Context: an optimization exercise on an open-source flow, tuned for small area, a short achievable clock period and few clock cycles. The choices shown serve that exercise and are no tape-out recipe. The RTL was checked by simulation tests, not by an equivalence proof against the original design. Power figures rest on the tool's default switching activity, not on a simulated workload.

## flow/design.v (module list and top-level ports; edited modules follow where they fit)
// module imm_add35: 32 lines
// module imm_cell: 967 lines
// module integer_matrix_multiply_unit: 422 lines
module integer_matrix_multiply_unit (
  input  logic               clk,
  input  logic               rst,
  input  logic               cfg_wr_en,
  input  logic [1:0]         cfg_index,
  input  logic [3:0]         cfg_data,
  input  logic               in_valid,
  output logic               in_ready,
  input  logic [1:0]         cmd,
  input  logic signed [15:0] element_value,
  output logic               out_valid,
  input  logic               out_ready,
  output logic signed [34:0] product_value,
  output logic [2:0]         out_row,
  output logic [2:0]         out_col,
  output logic               last
);
  // ...
==> flow/flow/run.sh <==
#!/bin/bash
set -euo pipefail
bash standard.sh SETUP_SLACK_MARGIN=6.5 finish > flow_make.log 2>&1
==> flow/standard.sh <==
#!/bin/bash
# synth_recipe.tcl (not shown) runs the flow's synth.tcl, then flattens the netlist and writes it again
# the make line also repeats each setting of config.mk as NAME=value (left out here)
make -C /OpenROAD-flow-scripts/flow DESIGN_CONFIG=/design/flow/config.mk WORK_HOME=/design/flow/orfs CLKGATE_MAP_FILE= SYNTH_SCRIPT=/design/flow/synth_recipe.tcl "${@:-finish}"
==> flow/config.mk <==
export PLATFORM = sky130hd
export DESIGN_NAME = integer_matrix_multiply_unit
export DESIGN_NICKNAME = integer_matrix_multiply_unit
export VERILOG_FILES = /design/flow/design.v
export SDC_FILE = /design/flow/constraint.sdc
export NUM_CORES = 4
export LEC_CHECK = 0
export ABC_CLOCK_PERIOD_IN_PS = 3500
export CAP_MARGIN = 20
export CORE_MARGIN = 2
export CORE_UTILIZATION = 60
export CTS_CLUSTER_DIAMETER = 70
export CTS_CLUSTER_SIZE = 25
export SLEW_MARGIN = 20
==> flow/constraint.sdc <==
create_clock -name core_clock -period 10.0 [get_ports {clk}]
set_input_delay 2.0000 -clock core_clock [delete_from_list [all_inputs] [get_ports {clk}]]
set_output_delay 2.0000 -clock core_clock [all_outputs]
set_load 0.01 [all_outputs]
==> results.ini, run 1 <==
[route]
detail_route.wirelength.met1_mm=238.8
detailroute.wirelength.met2_mm=290.4
met3_length_mm=68.12

[synthesis]
syn-mean-instance-area_um2=13.95
asyncSetResetFlopFracSynth=0
post-synth-top-area-fraction=0.3266
most_frequent_cells_after_synthesis=dfxtp_1, edfxtp_1, a22oi_1, inv_1, fa_1
post_synth_simple_gate_area=0.04274
post_synth_fa_ha_maj_area_fraction=0.1313

[run_status]
status=finished clean

[flow_run]
cap_violations=0

[setup_path]
setup.worst_path.end=fq[135]
worst_path_depth=13
critPathTopFamily=multiplexers

[sta]
report.final.hold_viol_count=0
timing.clock.skew_ps=57.09

[finish]
reg_top3=astore: 1024 flops, bstore: 1024 flops, ring: 1024 flops
post_route_cells_drive_above_1_share=0.1784
seq_area_frac=0.5091

[place]
place.port_buffers=72
placed_cell_area_mm2=0.2027

[cts]
max-clock-path-buffers=4
postCtsResizedCells=988

[power_and_ir_drop]
switching_share=0.3448
total_switching_power_uw=16290

[floorplan]
core_area_mm2=0.3269

[global_routing]
grtUsageMet3=0.09242

Testbench counts, summed over its fixed seeds: cycles 17,123.
==> run 2, diff against run 1 <==
==> flow/run.sh (new file) <==
#!/bin/bash
# synth_recipe.tcl (not shown) runs the flow's synth.tcl, then flattens the netlist and writes it again
# the make line also repeats each setting of config.mk as NAME=value (left out here)
make -C /OpenROAD-flow-scripts/flow DESIGN_CONFIG=/design/flow/config.mk WORK_HOME=/design/flow/orfs CLKGATE_MAP_FILE= SYNTH_SCRIPT=/design/flow/synth_recipe.tcl finish
--- a/flow/config.mk
+++ b/flow/config.mk
@@ -13,2 +13,3 @@
 export CTS_CLUSTER_SIZE = 25
+export SETUP_SLACK_MARGIN = 5
 export SLEW_MARGIN = 20
removed: flow/flow/run.sh
removed: flow/standard.sh
==> run 2 against run 1 <==
Compared with the run above: still clean; utilization down 2.7 points; synthesized cell count is the same; wire length fell by 5.1%; critical path depth shrank 4; register-to-register slack lost 1400 ps; largest cell class unchanged; largest power group unchanged.
==> results.ini, run 2 <==
[cts]
cts_buffers=237  ; was 234
cts-htree-levels=4  ; unchanged
max-clock-path-buffers=4  ; unchanged
cts_tree=done  ; unchanged
clk_pin_slew_worst_setup_hold_paths_ps=100  ; about the same
cts_num_sinks=4462  ; unchanged
hold_buffers=0  ; unchanged
clk-insertion-delay-late_ps=1010  ; was 1020 ps
cts_root_buffer=clkbuf_16  ; unchanged

[sta]
final_max_slew_viol_count=0  ; unchanged
timing.clock.skew_ps=85.48  ; was 57.09 ps
fmaxAchievable_ghz=0.2021  ; was 0.2680 GHz
setup_viol=0  ; unchanged
relSlewSlack=0.1500  ; was 0.1863
timing.final.crit_share=0.4949  ; was 0.3732
finalHoldWorstSlack_ps=268.1  ; was 306.8 ps
report.final.hold_viol_count=0  ; unchanged
max_slew.worst_pin.slew_ps=1248  ; was 1220 ps
unrepaired_setup_endpoints_after_global_routing=false  ; was true
period_needed_ps=4949  ; was 3732 ps
setup_total_negative_slack_ps=0  ; unchanged

[setup_path]
rr_endpoint=st_dig[5]  ; was ring[143]
reg2reg_depth=9  ; was 8
cp_required_ps=10900  ; was 10850 ps
crit_fanout=87  ; was 5
rrSetupSlack_ps=5050  ; was 6450 ps
critPathCaptureType=flip-flop  ; unchanged
worst_r2r_startpoint=a_addr[1]  ; was bsel[3]
critPathKind=flip-flop to flip-flop  ; was input pin to flip-flop
startpoint_type=flip-flop  ; was input pin
cp_data_arrival_time_ps=5850  ; was 4580 ps

[finish]
post_layout_nonfiller_instances=18330  ; was 18.82k
most-common-layout-cells=dfxtp_1, edfxtp_1, a22oi_1  ; was edfxtp_1, dfxtp_1, a22oi_1
post_route_cells_drive_above_1_share=0.1095  ; was 0.1784
multiInputGateArea_mm2=0.07763  ; was 0.07964 mm2
mostFrequentLayoutCell=dfxtp_1  ; was edfxtp_1
area.growth.synth_to_final_pct=6.798  ; was 11.24%
reg_top3=astore: 1024 flops, bstore: 1024 flops, ring: 1024 flops  ; unchanged
finalCoreUtilization=0.6430  ; was 0.6697
area_taken_by_flip_flops_and_latches_mm2=0.1108  ; was 0.1114 mm2
final_cell_area_mm2=0.2102  ; was 0.2189 mm2
nFillCells=24070  ; was 23.23k
num-nets-final=15190  ; was 15.64k

[global_routing]
wire_length_of_the_first_global_routing_pass_mm=876.5  ; was 903.9 mm
vias_in_the_first_global_route=118500  ; was 120.1k
grt_start_max_net_pins=97  ; was 88
grt_total_ovfl=0  ; unchanged
number_of_antenna_violations_at_the_first_check_in_global_routing=52  ; was 68
gr-usage-all-layers=0.3704  ; was 0.3862

[route]
detail-route-antenna-nets=0  ; unchanged
vias_per_cell=6.392  ; was 6.412
drt-pass1-iter-count=9  ; was 8
detail_route.drc_violations=0  ; unchanged
routed_vias=117200  ; was 120.7k
drt_wl_total_mm=615.8  ; was 649.2 mm
post_drt_wl_per_cell_um=33.59  ; was 34.50 um
detailedRoute.firstIterationViolations=14390  ; was 15.95k

[flow_run]
cap_violations=0  ; unchanged

[floorplan]
core.rowCount=210  ; unchanged
io_pins=73  ; unchanged
core_area_mm2=0.3269  ; unchanged
design.die.area_mm2=0.3326  ; unchanged
starting_density_of_the_core=0.6020  ; unchanged
die_y_um=576.7  ; unchanged
chipWidth_um=576.7  ; unchanged

[synthesis]
asyncSetResetFlopFracSynth=0  ; unchanged
synthesis.instances=14100  ; unchanged
synth.distinct_cells=81  ; unchanged
library_cell_with_the_highest_instance_count_after_synthesis=dfxtp_1  ; unchanged
post-synth-top-area-fraction=0.3266  ; unchanged
postSynthRegisterBits=4462  ; unchanged
synth.cell_area_mm2=0.1968  ; unchanged
synth-warning-count=2  ; unchanged
net_count_of_the_mapped_netlist=15510  ; unchanged
synth_area_leaders=edfxtp_1, dfxtp_1, fa_1, mux4_2, a22oi_1  ; unchanged
synth_top_flop_cell=dfxtp_1  ; unchanged
yosysSeqAreaShare=0.5628  ; unchanged
syn-mean-instance-area_um2=13.95  ; unchanged
post-synth-top-area-cell=edfxtp_1  ; unchanged
most_frequent_cells_after_synthesis=dfxtp_1, edfxtp_1, a22oi_1, inv_1, fa_1  ; unchanged
post_synth_edffs=2140  ; unchanged

[power_and_ir_drop]
max-vdd-ir-drop_uv=183.2  ; was 220.3 uV
cellLeakagePower_uw=0.07583  ; was 0.07927 uW
p_per_area_mw_per_mm2=217.1  ; was 215.8 mW/mm2

[place]
placed_cell_area_mm2=0.2022  ; was 0.2027 mm2
dp_hpwl_mm=430.5  ; was 434.4 mm
place.detailed.instances=17890  ; was 17.90k
place.port_buffers=72  ; unchanged
gp_congestion=0.9913  ; was 1.012

[hold_path]
class_of_the_most_critical_hold_timing_path=flip-flop to flip-flop  ; unchanged
number_of_instances_on_the_worst_hold_path=0  ; unchanged
min_delay_worst_endpoint=ring[233]  ; was st_raw[125]
hold_path.startpoint=ring[249]  ; was st_raw[109]

[run_status]
status=finished clean  ; unchanged

==> run 2: cell types whose count changed in the layout (fill, tap and decap cells not counted), sizes merged, moves of 10 or more <==
cell,previous run,this run
buf,895,427
bufbuf,10,0
clkbuf,338,313
clkdlybuf4s50,26,71
clkinvlp,23,4
diode,62,42
inv,1192,1208
==> run 2: where the power goes <==
part | switching [uW] | total (uW) | internal [uW]
clock network | 6300 | 11200 | 4870
logic | 6760 | 11000 | 4240
registers | 2430 | 23500 | 21000
==> run 2: worst max-delay path by stage <==
stage	start	to	slack [ps]	cells after the start
after floorplan	out_ready	fq[129]	5000	16
after global placement	out_ready	fq[52]	2880	13
after detailed placement	out_ready	fq[52]	2930	13
after CTS	out_ready	fq[6]	5020	14
after global routing	out_ready	fq[125]	5000	14
final	a_addr[1]	st_dig[5]	5050	9
==> run 2: cell families after synthesis <==
logic type	share of synthesized area
buf+inv	0.04435
fa+ha+maj	0.1313
flops	0.5628
compound gates	0.07914
simple gates	0.04274
xor+xnor	0.05314
mux	0.08652
==> run 2: cell type report <==
cell class,instances,share of cell area
sequential,4462,0.5273
multi-input combinational,7410,0.3694
clock buffer,313,0.03088
tap,4346,0.02587
inverter,1177,0.02106
timing repair buffer,498,0.01927
clock inverter,84,0.005727
antenna,42,0.0005001
==> run 2: metal layers <==
layer  track usage  vias up  routed length (um)
met5             0        -                 207
met4        0.2214       32               44650
met3       0.08180     1341               58720
met2        0.5649     6171              277200
met1        0.4908    60860              235000
li1              -    48790                   -
==> run 2: repair_timing <==
item | CTS | global route
setup endpoints to repair | 186 | 61
resized for setup | 13 | 12
setup buffers | 0 | 0
==> run 2: critical path, stage by stage (launching register included) <==
cell	delay, ps
dfxtp_4	810
buf_12	500
buf_4	640
mux4_2	390
o21ai_0	370
o211ai_1	410
a32oi_1	830
inv_1	170
ha_1	240
mux2_1	280
==> run 2: stage by stage <==
stage / worst slack [ps] / power (uW)
after global placement: 2881 / 34260
final: 5051 / 45620
after floorplan: 5000 / 29490
after global routing: 5002 / 47620
after detailed placement: 2931 / 34590
after CTS: 5019 / 45570
==> run 3, diff against run 2 <==
==> flow/flow/run.sh (new file) <==
#!/bin/bash
set -euo pipefail
bash standard.sh SETUP_SLACK_MARGIN=6.3 finish > flow_make.log 2>&1
==> flow/standard.sh (new file) <==
#!/bin/bash
# synth_recipe.tcl (not shown) runs the flow's synth.tcl, then flattens the netlist and writes it again
# the make line also repeats each setting of config.mk as NAME=value (left out here)
make -C /OpenROAD-flow-scripts/flow DESIGN_CONFIG=/design/flow/config.mk WORK_HOME=/design/flow/orfs CLKGATE_MAP_FILE= SYNTH_SCRIPT=/design/flow/synth_recipe.tcl "${@:-finish}"
--- a/flow/config.mk
+++ b/flow/config.mk
@@ -13,3 +13,2 @@
 export CTS_CLUSTER_SIZE = 25
-export SETUP_SLACK_MARGIN = 5
 export SLEW_MARGIN = 20
removed: flow/run.sh
==> run 3 against run 2 <==
Compared with the run above: worst setup slack gained 1200 ps; sequential power hardly changed; fmax increased by 31%; area after synthesis did not move; first-iteration DRC count increased by 15%; via count increased by 3.4%; combinational power is 14% higher; hold slack better by 21 ps; critical path type unchanged; still clean; largest cell class unchanged; cell count rose by 1.4%; critical endpoint is now ring[642]; flip-flop and latch count unchanged; cell area up 2.6%; count of clock-buffer cells in the layout up 11.
==> results.ini, run 3 <==
[synthesis]
yosysSeqAreaShare=0.5628  ; unchanged
post-synth-top-area-fraction=0.3266  ; unchanged
synth.cell_area_mm2=0.1968  ; unchanged
synth_top_flop_cell=dfxtp_1  ; unchanged
library_cell_with_the_highest_instance_count_after_synthesis=dfxtp_1  ; unchanged
synth.distinct_cells=81  ; unchanged
postSynthRegisterBits=4462  ; unchanged
most_frequent_cells_after_synthesis=dfxtp_1, edfxtp_1, a22oi_1, inv_1, fa_1  ; unchanged
synth-warning-count=2  ; unchanged
asyncSetResetFlopFracSynth=0  ; unchanged
post_synth_edffs=2140  ; unchanged
synth_area_leaders=edfxtp_1, dfxtp_1, fa_1, mux4_2, a22oi_1  ; unchanged
syn-mean-instance-area_um2=13.95  ; unchanged
synthesis.instances=14100  ; unchanged
net_count_of_the_mapped_netlist=15510  ; unchanged
post-synth-top-area-cell=edfxtp_1  ; unchanged

[place]
dp_hpwl_mm=457.3  ; was 430.5 mm
gp_congestion=1.018  ; was 0.9913
place.detailed.instances=17940  ; was 17.89k
place.port_buffers=72  ; unchanged
worst_slack_at_placement_ps=2836  ; was 2931 ps

[finish]
area.growth.synth_to_final_pct=9.556  ; was 6.798%
mostFrequentLayoutCell=edfxtp_1  ; was dfxtp_1
nFillCells=23420  ; was 24.07k
post_route_cells_drive_above_1_share=0.1530  ; was 0.1095
multiInputGateArea_mm2=0.07928  ; was 0.07763 mm2
most-common-layout-cells=edfxtp_1, dfxtp_1, a22oi_1  ; was dfxtp_1, edfxtp_1, a22oi_1
area_taken_by_flip_flops_and_latches_mm2=0.1113  ; was 0.1108 mm2
num-nets-final=15450  ; was 15.19k
post_layout_nonfiller_instances=18580  ; was 18.33k
reg_top3=astore: 1024 flops, bstore: 1024 flops, ring: 1024 flops  ; unchanged

[route]
detailedRoute.firstIterationViolations=16600  ; was 14.39k
routed_vias=121200  ; was 117.2k
detail_route.drc_violations=0  ; unchanged
drt_wl_total_mm=670.8  ; was 615.8 mm
post_drt_wl_per_cell_um=36.10  ; was 33.59 um
detail-route-antenna-nets=0  ; unchanged
drt-pass1-iter-count=9  ; unchanged
vias_per_cell=6.521  ; was 6.392

[cts]
cts_buffers=239  ; was 237
cts_num_sinks=4462  ; unchanged
max-clock-path-buffers=4  ; unchanged
clk-insertion-delay-late_ps=1030  ; was 1010 ps
cts-htree-levels=4  ; unchanged
hold_buffers=0  ; unchanged
clk_pin_slew_worst_setup_hold_paths_ps=100  ; about the same
cts_root_buffer=clkbuf_16  ; unchanged
cts_tree=done  ; unchanged

[floorplan]
die_y_um=576.7  ; unchanged
starting_density_of_the_core=0.6020  ; unchanged
core.rowCount=210  ; unchanged
io_pins=73  ; unchanged
design.die.area_mm2=0.3326  ; unchanged
chipWidth_um=576.7  ; unchanged
core_area_mm2=0.3269  ; unchanged

[sta]
relSlewSlack=0.1717  ; was 0.1500
max_slew.worst_pin.slew_ps=1241  ; was 1248 ps
setup_total_negative_slack_ps=0  ; unchanged
final_max_slew_viol_count=0  ; unchanged
timing.final.crit_share=0.3768  ; was 0.4949
layout_setup_ws_ps=6232  ; was 5051 ps
report.final.hold_viol_count=0  ; unchanged
period_needed_ps=3768  ; was 4949 ps
unrepaired_setup_endpoints_after_global_routing=true  ; was false
setup_viol=0  ; unchanged
fmaxAchievable_ghz=0.2654  ; was 0.2021 GHz
timing.clock.skew_ps=90.64  ; was 85.48 ps

[global_routing]
number_of_antenna_violations_at_the_first_check_in_global_routing=76  ; was 52
grt_start_max_net_pins=89  ; was 97
gr_peak_layer=met2  ; unchanged
grt.met1_usage=0.5229  ; was 0.4908
grtUsageMet3=0.1019  ; was 0.08180
grtUsageMet2=0.5992  ; was 0.5649
gr-usage-all-layers=0.4024  ; was 0.3704
wire_length_of_the_first_global_routing_pass_mm=935.9  ; was 876.5 mm
vias_in_the_first_global_route=121200  ; was 118.5k
grt_total_ovfl=0  ; unchanged

[setup_path]
cells_traversed_along_the_worst_timing_path=buf_16 -> mux4_2 -> mux2i_1 -> mux4_2 -> mux2i_4 -> buf_4 -> a211oi_1 -> a21oi_1  ; was buf_12 -> buf_4 -> mux4_2 -> o21ai_0 -> o211ai_1 -> a32oi_1 -> inv_1 -> ha_1 -> mux2_1
critPathCaptureType=flip-flop  ; unchanged
crit_fanout=27  ; was 87
cp_data_arrival_time_ps=4600  ; was 5850 ps
cp_required_ps=10830  ; was 10900 ps
critical_path.max_stage_delay_ps=820  ; was 830 ps
critPathKind=flip-flop to flip-flop  ; unchanged
cp_slowest_cell=mux2i_1  ; was a32oi_1
startpoint_type=flip-flop  ; unchanged
dominant_cell_type_by_count_on_the_critical_path=mux4_2

[run_status]
status=finished clean  ; unchanged

[power_and_ir_drop]
cellLeakagePower_uw=0.07776  ; was 0.07583 uW
max-vdd-ir-drop_uv=179.1  ; was 183.2 uV
p_per_area_mw_per_mm2=219.6  ; was 217.1 mW/mm2

[hold_path]
class_of_the_most_critical_hold_timing_path=flip-flop to flip-flop  ; unchanged

[flow_run]
cap_violations=0  ; unchanged

==> run 3: cell counts after synthesis <==
No cell type changed its count.
==> run 3: worst paths after layout <==
kind              startpoint        end  slack [ps]  depth (start not counted)
setup reg to reg     bsel[3]  ring[642]        6230                          8
setup / recovery     bsel[3]  ring[642]        6230                          8
hold reg to reg    ring[961]  ring[945]         290                          0
hold / removal     ring[961]  ring[945]         290                          0
==> run 3: metal layers <==
layer | vias to the layer above | routed length, um
met5 | - | 239
met4 | 34 | 57490
met3 | 1849 | 74210
met2 | 7858 | 295800
met1 | 62140 | 243100
li1 | 49290 | -
==> run 3: timing repair <==
action,4_1_cts,5_1_grt
endpoints found under the setup margin,672,236
pin swaps,14,40
gates resized for setup,512,313
gates cloned,15,7
setup buffers,114,70
==> run 3: cell type report <==
class,count,share of cell area
inverter,1177,0.02132
clock inverter,86,0.005717
timing repair buffer,749,0.03375
clock buffer,324,0.02970
tap,4346,0.02522
multi-input combinational,7412,0.3678
timing repair inverter,3,0.0001567
sequential,4462,0.5161
antenna,21,0.0002438
==> run 3: kinds of logic (layout without fill, tap and decap cells) <==
kind of cell    count (synthesis)  in the layout  share of synthesized area
fa+ha+maj                    1378           1378                     0.1313
mux                          1018           1018                    0.08652
xor+xnor                     1194           1194                    0.05314
compound gates               2225           2225                    0.07914
flops                        4462           4462                     0.5628
buf+inv                      2230           2339                    0.04435
other cells                     0             21                          0
simple gates                 1595           1597                    0.04274
==> run 3: power breakdown <==
part           switching [uW]  total [uW]  internal (uW)
logic                    7590       12500           4920
clock network            6370       11200           4830
registers                2590       23600          21000
==> run 3: worst max-delay path, delay by kind of cell (launching register included) <==
kind / cells / cell delay, ps
buffers and inverters: 2 / 580
multiplexers: 4 / 2150
flip-flops: 1 / 490
AO/OA/AOI/OAI: 2 / 330
==> run 3: per-stage QoR <==
| step | instance area, um2 | power (uW) | hold slack, ps | util |
|---|---|---|---|---|
| after CTS | 213500 | 46660 | 284.4 | 0.6533 |
| final | 215600 | 47340 | 288.7 | 0.6596 |
| after floorplan | 197700 | 29910 | 309.6 | - |
| after detailed placement | 202900 | 35050 | 312.1 | 0.6209 |
| after global routing | 215500 | 49190 | 296.9 | 0.6594 |
| after global placement | 202900 | 34740 | 309.5 | 0.6207 |

port drivers added, routing unchanged:
Ports are ideal in the flow. The routed layouts listed here were re-timed in OpenROAD. Step 1, drivers: a clkbuf_16 drives clk and a buf_2 each remaining input, both assumed. Step 2 adds t to the input delays and takes it off the output delays; t is the mean of the earliest and latest rising clock arrival at the registers after step 1. Input paths then give back, and output paths get back, about the clock's delay inside the block. a / b / c = ideal ports / drivers / drivers and shift; a / b = the first two.
run	shift t [ns]	setup WS [ns]	worst setup path after step 2	slew at the worst register clock pin (ns)
run 1	1.113	6.268 / 6.323 / 5.214	input to register	0.11 / 0.11
run 2	1.087	5.051 / 5.051 / 4.132	input to register	0.11 / 0.11
run 3	1.101	6.232 / 6.192 / 5.199	input to register	0.10 / 0.10
After both steps setup and hold are still met in every run listed. For run 1, which loses most, drivers alone change the setup slack by +0.055 ns; drivers and shift together by -1.054 ns.
